What follows belongs to an exercise in optimizing a design on an open flow for small area and few clock cycles per item; a production flow would make more cautious choices. The RTL was checked by simulation tests, not by an equivalence proof against the original design.

==> flow/design.v, too long to show whole: its modules and the start of the top module <==
// module invsqrt_coef_rom: 101 lines
// module invsqrt_top: 742 lines
module invsqrt_top (
    input  logic        i_clk,
    input  logic        i_arst_n,
    input  logic        i_valid,
    output logic        o_ready,
    input  logic [31:0] i_x,
    output logic        o_valid,
    input  logic        i_ready,
    output logic [31:0] o_result,
    output logic        o_invalid_op,
    output logic        o_divide_by_zero
);
  // ...
==> flow/run.sh <==
#!/bin/bash
# synth_recipe.tcl (not shown) runs the flow's synth.tcl, then flattens the netlist and writes it again
# the make line also repeats each setting of config.mk as NAME=value (left out here)
make -C /OpenROAD-flow-scripts/flow DESIGN_CONFIG=/design/flow/config.mk WORK_HOME=/design/flow/orfs CLKGATE_MAP_FILE= SYNTH_SCRIPT=/design/flow/synth_recipe.tcl finish
==> flow/config.mk <==
export PLATFORM = sky130hd
export DESIGN_NAME = invsqrt_top
export DESIGN_NICKNAME = invsqrt_top
export VERILOG_FILES = /design/flow/design.v
export SDC_FILE = /design/flow/constraint.sdc
export NUM_CORES = 4
export LEC_CHECK = 0
export ABC_AREA = 1
export CAP_MARGIN = 35
export CORE_MARGIN = 2
export CORE_UTILIZATION = 22
export PLACE_DENSITY = 0.3
export SETUP_SLACK_MARGIN = 0.35
export SLEW_MARGIN = 35
==> flow/constraint.sdc <==
create_clock -name core_clock -period 10.5 [get_ports {i_clk}]
set_input_delay 2.1000 -clock core_clock [delete_from_list [all_inputs] [get_ports {i_clk}]]
set_output_delay 2.1000 -clock core_clock [all_outputs]
set_load 0.01 [all_outputs]
==> reports/qor.csv, run 1 <==
metric,value,unit
outcome,no timing/DRC/antenna violations,
yosysSeqAreaShare,11.8,%
tns,0,ns
cts-root-buf,clkbuf_16,
drc,0,
r2r-end,data_q[19],
final_common_cell,nand2_1,
hold_ws,0.499,ns
largestRegisters,"data_q x33, x_q x32, z_q x8",
cts.sinks,75,
routed_wl,173000,um
synth-seq-cells,75,
routedWlPerCell,41.3,um
met2_length,65800,um
route.met3.wl,21200,um
n_clock_buffer,9,
synthMuxAreaShare,0,%
drv_cap,0,
setup_violations,0,
netlist_top_cells_area,"fa_1, nand2_1, edfxtp_1",
grt_setup_unrepaired,false,
fmax,0.101,GHz
startpoint,x_q[17],
highest-signal-layer,met5,
grt.total_usage,38.4,%
io_buffer_count,70,
core_area,0.0855,mm2
use_met3,15.1,%
dp_hpwl,138000,um
clock_skew,0.0305,ns
post_synth_xor_area_fraction,1.06,%
die_area,0.0891,mm2
critical-path-top-delay-family,adder cells,
regMostFlops,data_q,
cts_max_level,3,
worstPathRequired,10.66,ns
drive_above_1_share,12.6,%
Testbench counts, summed over its fixed seeds: cycles 32,016, items 32,000.
==> inputs of run 2 (changes only) <==
==> flow/config.mk (replaced) <==
export PLATFORM = sky130hd
export DESIGN_NAME = invsqrt_top
export DESIGN_NICKNAME = invsqrt_top
export VERILOG_FILES = /design/flow/design.v
export SDC_FILE = /design/flow/constraint.sdc
export NUM_CORES = 4
export LEC_CHECK = 0
export ABC_AREA = 1
export CAP_MARGIN = 30
export CORE_MARGIN = 2
export CORE_UTILIZATION = 30
export PLACE_DENSITY = 0.4
export SETUP_SLACK_MARGIN = 0.25
export SLEW_MARGIN = 30
==> run 2 against run 1 <==
Compared with the run above: critical path type unchanged; register-to-register slack got worse by 0.13 ns; clock skew fell by 0.015 ns; flip-flop and latch count unchanged; critical path depth is 5 lower; design area is 3.5% lower; cell count down 8.1%; synthesized cell count did not move.
==> reports/qor.csv, run 2 <==
metric,value,unit,change
critical_path.endpoint,data_q[19],,unchanged
cp_slowest_stage_delay,0.91,ns,was 0.62 ns
hold_viol_final,0,,unchanged
synth_edf_count,73,,unchanged
dr.pass1.iters,10,,was 6
drive_above_1_share,10.9,%,was 12.6%
clkLatencyLatePin,0.39,ns,was 0.43 ns
largest_reg_flops,33,,unchanged
r2r-end,data_q[19],,unchanged
grt_pass1_vias,25200,,was 24800
largestRegisters,"data_q x33, x_q x32, z_q x8",,unchanged
final_common_cell,nand2_1,,unchanged
critical-path-top-delay-family,adder cells,,unchanged
clkTransAtPathRegs,0.09,ns,was 0.07 ns
via_count,25800,,was 24700
grt_pass1_wl,214000,um,was 230000 um
grt.total_usage,47.7,%,was 38.4%
synth_common_cells,"nand2_1, inv_1, nor2_1",,unchanged
synth.most_common_cell,nand2_1,,unchanged
cts.sinks,75,,unchanged
tns,0,ns,unchanged
netlist_area,0.0191,mm2,unchanged
critical_path.slowest_cell,ha_1,,was nand2_1
drt_iter0_drc,4791,,was 3654
cts_max_level,3,,unchanged
avgSynthCellArea,6.72,um2,unchanged
startpoint,x_q[16],,was x_q[17]
initial_core_util,30.3,%,was 22.3%
yosys_warnings,1,,unchanged
cts_buffer_depth,2,,unchanged
core_area,0.0630,mm2,was 0.0855 mm2
timing.final.crit_share,95.5,%,was 94.3%
drv_cap,0,,unchanged
die_area,0.0656,mm2,was 0.0891 mm2
cts-root-buf,clkbuf_16,,unchanged
fillers,6863,,was 9677
placementRows,92,,was 107
min_path_type,reg -> reg,,unchanged
netlist_top_cells_area,"fa_1, nand2_1, edfxtp_1",,unchanged
cts_buffers,9,,unchanged
max_slew_margin,26.7,%,was 30.1%
routed_wl,160000,um,was 173000 um
tightest_slew,1.09,ns,was 1.05 ns
die_y,256,um,was 298 um
crit_path_start_kind,flip-flop,,unchanged
r2r_slack,0.47,ns,was 0.60 ns
hold_buffers,0,,unchanged
r2r-start,x_q[16],,was x_q[17]
pre_cts_ws,0.647,ns,was 0.107 ns
final_nets,3311,,was 3370
outcome,no timing/DRC/antenna violations,,unchanged
cp.depth,33,,was 38
yosysTopAreaCell,fa_1,,unchanged
io_buffer_count,70,,unchanged
final_cell_mix,"nand2_1, inv_1, nor2_1",,unchanged
vias_per_cell,6.69,,was 5.88
boundaryPins,72,,unchanged
gp_routability_congestion,1.25,,was 1.13
grt_setup_unrepaired,false,,unchanged
cp_max_fo,12,,unchanged
regMostFlops,data_q,,unchanged
async_reset_ff_share,2.67,%,unchanged
period_needed,10.03,ns,was 9.90 ns
synthCells,2836,,unchanged
dp_hpwl,124000,um,was 138000 um
antenna_found_initial,20,,was 18
grt_max_degree,90,,was 64
clock_skew,0.0154,ns,was 0.0305 ns
hold_depth,2,,unchanged
yosysUniqueCellTypes,65,,unchanged
synthFlopType,edfxtp_1,,unchanged
synth-seq-cells,75,,unchanged
worstPathRequired,10.64,ns,was 10.66 ns
setup_violations,0,,unchanged
reg2reg_depth,33,,was 38
synth_top_area_share,23.5,%,unchanged
grt_overflow,0,,unchanged
ant_nets,0,,unchanged
hold_ws,0.515,ns,was 0.499 ns
fmax,0.0997,GHz,was 0.101 GHz
cts_tree,yes,,unchanged
fin_ws,0.472,ns,was 0.602 ns
cp-end-kind,flip-flop,,unchanged
die_w,256,um,was 298 um
yosysSeqAreaShare,11.8,%,unchanged
drv_slew,0,,unchanged
cp.arrival,10.17,ns,was 10.06 ns
routedWlPerCell,41.5,um,was 41.3 um
drc,0,,unchanged
final_cells,3857,,was 4197
path_class,reg -> reg,,unchanged
synth_nets,3168,,unchanged
cp_num_buf_inv,7,,was 8
dp_cells,3809,,was 4166
syn_to_final_growth,16.4,%,was 20.6%
run 2: cell counts after synthesis:
Identical to the previous run, type by type.
run 2: repair_timing:
action | in CTS | in global routing
setup endpoints to repair | 0 | 12
buffers inserted | 0 | 3
hold endpoints to repair | 0 | 0
resized for setup | 0 | 1
run 2: worst reg2reg max path: cells and delay by family, from the launching register on:
kind | cells | cell delay (ns)
buffers and inverters | 7 | 1.11
AO/OA/AOI/OAI | 7 | 1.05
AND/OR/NAND/NOR | 10 | 2.63
flip-flops | 1 | 0.54
adder cells (fa/ha/maj) | 9 | 4.46
run 2: worst min-delay path by stage:
stage	start	endpoint	slack (ns)
global placement	x_valid_q	valid_q	0.47
floorplan	x_valid_q	valid_q	0.44
CTS	x_valid_q	valid_q	0.52
global route	x_valid_q	valid_q	0.55
finish	x_valid_q	valid_q	0.51
detailed placement	x_valid_q	valid_q	0.50
run 2: metrics by stage:
step	utilization, %	instance area (um2)
after floorplan	-	19100
after global placement	34.5	21700
after detailed placement	34.5	21700
after CTS	35.0	22100
after global routing	35.2	22100
final	35.2	22200
run 2: layout make-up:
type / count / area (um2) / share of cell area (%)
Clock buffer: 9 / 225 / 1.01
Clock inverter: 7 / 95.1 / 0.428
Timing Repair Buffer: 264 / 2270 / 10.2
Antenna cell: 27 / 67.6 / 0.304
Multi-Input combinational cell: 2168 / 14500 / 65.3
Inverter: 461 / 1740 / 7.82
Tap cell: 846 / 1060 / 4.77
Sequential cell: 75 / 2240 / 10.1
run 2: logic make-up after synthesis:
logic type | after synthesis | share of synthesized area (%)
compound gates | 655 | 20.4
flops | 75 | 11.8
buf+inv | 593 | 12.6
xor+xnor | 23 | 1.06
other cells | 1 | 0.0197
simple gates | 1193 | 25.9
fa+ha+maj | 296 | 28.2
run 2: metal layers:
layer / track usage (%) / part of all wire [%]
met1: 58.2 / 37
met2: 61.7 / 37
met3: 28.8 / 17
met4: 30.2 / 8.5
met5: 8.11 / 0.31
==> inputs of run 3 (changes only) <==
==> flow/config.mk (replaced) <==
export PLATFORM = sky130hd
export DESIGN_NAME = invsqrt_top
export DESIGN_NICKNAME = invsqrt_top
export VERILOG_FILES = /design/flow/design.v
export SDC_FILE = /design/flow/constraint.sdc
export NUM_CORES = 4
export LEC_CHECK = 0
export ABC_AREA = 1
export CAP_MARGIN = 25
export CORE_MARGIN = 2
export CORE_UTILIZATION = 22
export CTS_BUF_LIST = sky130_fd_sc_hd__clkbuf_4 sky130_fd_sc_hd__clkbuf_8
export PLACE_DENSITY = 0.3
export SETUP_SLACK_MARGIN = 0.1
export SLEW_MARGIN = 25
==> run 3 against run 2 <==
Compared with the run above: still clean on timing, DRC and antenna; worst hold slack worse by 0.0083 ns; core utilization fell by 8.5 points; first-iteration DRC count down 23%; routed wire length grew 8.3%; critical path type unchanged; critical endpoint is now data_q[17]; highest routed layer unchanged.
==> reports/qor.csv, run 3 <==
metric,value,unit,change
outcome,no timing/DRC/antenna violations,,unchanged
routedWlPerCell,41.2,um,was 41.5 um
routed_wl,173000,um,was 160000 um
hold_viol_final,0,,unchanged
crit_top_cell,nand2_1,,
grt_overflow,0,,unchanged
timing.final.crit_share,97.5,%,was 95.5%
tightest_slew,1.30,ns,was 1.09 ns
drive_above_1_share,12.4,%,was 10.9%
avgSynthCellArea,6.72,um2,unchanged
via_count,24900,,was 25800
cp_slowest_stage_delay,0.81,ns,was 0.91 ns
hold_buffers,0,,unchanged
async_reset_ff_share,2.67,%,unchanged
clock_skew,0.0203,ns,was 0.0154 ns
boundaryPins,72,,unchanged
drt_iter0_drc,3713,,was 4791
final_nets,3372,,was 3311
cts.sinks,75,,unchanged
yosysSeqAreaShare,11.8,%,unchanged
synth-seq-cells,75,,unchanged
regMostFlops,data_q,,unchanged
cts_buffer_depth,2,,unchanged
die_area,0.0891,mm2,was 0.0656 mm2
drv_slew,0,,unchanged
cts_buffers,9,,unchanged
grt_setup_unrepaired,false,,unchanged
synth_common_cells,"nand2_1, inv_1, nor2_1",,unchanged
fmax,0.0977,GHz,was 0.0997 GHz
grt_max_degree,64,,was 90
synthMuxAreaShare,0,%,unchanged
synth_top_area_share,23.5,%,unchanged
fin_ws,0.260,ns,was 0.472 ns
cts_max_level,3,,unchanged
synth_nets,3168,,unchanged
grt_pass1_vias,24700,,was 25200
synth_simple_gate_area_share,25.9,%,unchanged
drc,0,,unchanged
setup_violations,0,,unchanged
yosysUniqueCellTypes,65,,unchanged
gp_routability_congestion,1.13,,was 1.25
cp.arrival,10.48,ns,was 10.17 ns
pre_cts_ws,0.139,ns,was 0.647 ns
io_buffer_count,70,,unchanged
path_class,reg -> reg,,unchanged
netlist_top_cells_area,"fa_1, nand2_1, edfxtp_1",,unchanged
dp_hpwl,138000,um,was 124000 um
synthCells,2836,,unchanged
cts-root-buf,clkbuf_8,,was clkbuf_16
max_slew_margin,13.3,%,was 26.7%
ant_nets,0,,unchanged
yosys_warnings,1,,unchanged
placementRows,107,,was 92
die_y,298,um,was 256 um
vias_per_cell,5.92,,was 6.69
dr.pass1.iters,7,,was 10
cts_tree,yes,,unchanged
synthAdderAreaFrac,28.2,%,unchanged
final_cell_mix,"nand2_1, inv_1, nor2_1",,unchanged
tns,0,ns,unchanged
die_w,298,um,was 256 um
antenna_found_initial,26,,was 20
crit_path_start_kind,flip-flop,,unchanged
post_synth_xor_area_fraction,1.06,%,unchanged
drv_cap,0,,unchanged
grt_pass1_wl,229000,um,was 214000 um
largestRegisters,"data_q x33, x_q x32, z_q x8",,unchanged
cp_max_fo,9,,was 12
critical_path.slowest_cell,nor2_1,,was ha_1
netlist_area,0.0191,mm2,unchanged
synth-compound-area-share,20.4,%,unchanged
synthFlopType,edfxtp_1,,unchanged
cp-end-kind,flip-flop,,unchanged
core_area,0.0855,mm2,was 0.0630 mm2
clkTransAtPathRegs,0.11,ns,was 0.09 ns
final_common_cell,nand2_1,,unchanged
synth_edf_count,73,,unchanged
clkLatencyLatePin,0.48,ns,was 0.39 ns
synth_top_family_by_area,adder cells,,unchanged
initial_core_util,22.3,%,was 30.3%
largest_reg_flops,33,,unchanged
grt.total_usage,38.3,%,was 47.7%
worstPathRequired,10.74,ns,was 10.64 ns
min_path_type,reg -> reg,,unchanged
syn_to_final_growth,20.2,%,was 16.4%
fillers,9659,,was 6863
period_needed,10.24,ns,was 10.03 ns
synth.most_common_cell,nand2_1,,unchanged
yosysTopAreaCell,fa_1,,unchanged
==> run 3: final timing paths <==
path	cells after the start	slack [ns]	endpoint	start
min	2	0.51	valid_q	x_valid_q
max in group asynchronous	1	8.62	valid_q	i_arst_n
min reg2reg	2	0.51	valid_q	x_valid_q
max reg2reg	31	0.26	data_q[17]	x_q[16]
max	31	0.26	data_q[17]	x_q[16]
min in group asynchronous	1	1.77	x_valid_q	i_arst_n
==> run 3: final cells by class <==
class                   instances  area [um2]  area share [%]
diodes                         19        47.5           0.207
repair buffers                325        2800            12.2
clock buffers                   9         124           0.540
flip-flops and latches         75        2240            9.78
clock inverters                 7        80.1           0.349
inverters                     461        1740            7.57
multi-input cells            2168       14500            63.1
well taps                    1144        1430            6.24
==> run 3: critical path, delay by kind of cell, from the launching register on <==
family	cells	cell delay (ns)
AOI/OAI and AO/OA	2	0.60
adders and majority gates	10	4.99
buffers and inverters	4	0.65
DFF	1	0.64
and+or+nand+nor	15	3.10
==> run 3: routing by layer <==
layer | up-vias | routed length (um) | global-route usage [%]
li1 | 9693 | - | -
met1 | 12700 | 72900 | 51.3
met2 | 2062 | 66300 | 51.3
met3 | 479 | 22500 | 15.7
met4 | 12 | 11400 | 21.6
met5 | - | 69 | 0
==> run 3: what timing repair did <==
action	CTS	global route
gates resized for setup	0	1
endpoints found under the setup margin	0	18
setup buffers	0	7
==> run 3: stage by stage <==
step	util, %	cells	cell area [um2]	hold slack, ns
global placement	26.4	4166	22600	0.495
floorplan	-	2836	19100	0.435
finish	26.8	4208	22900	0.507
CTS	26.7	4182	22800	0.515
global route	26.8	4192	22900	0.551
detailed placement	26.4	4166	22600	0.488
==> run 3: logic make-up after synthesis <==
| logic type | after synthesis |
|---|---|
| simple gates | 1193 |
| other cells | 1 |
| flops | 75 |
| fa+ha+maj | 296 |
| compound gates | 655 |
| xor+xnor | 23 |
| buf+inv | 593 |

==> static timing again, ports no longer ideal <==
Ports are ideal in the flow. The routed layouts listed here were re-timed in OpenROAD. Step 1 (the two cells are an assumption about what drives the block):
set clk [get_ports {i_clk}]
set_driving_cell -lib_cell sky130_fd_sc_hd__clkbuf_16 $clk
set_driving_cell -lib_cell sky130_fd_sc_hd__buf_2 [delete_from_list [all_inputs] $clk]
Step 2 also shifts input and output timing later by t, the mid clock arrival at the registers, as if the neighbouring blocks saw the same clock. a / b / c = ideal ports / drivers / drivers and shift; a / b = the first two.
run | t, ns | setup WS [ns] | worst setup path at the end | worst register clock-pin slew, ns
run 1 | 0.484 | 0.602 / 0.602 / 0.602 | register to register | 0.10 / 0.10
run 2 | 0.443 | 0.472 / 0.472 / 0.472 | register to register | 0.09 / 0.09
run 3 | 0.544 | 0.260 / 0.260 / 0.260 | register to register | 0.11 / 0.11
After both steps setup and hold are still met in every run listed.
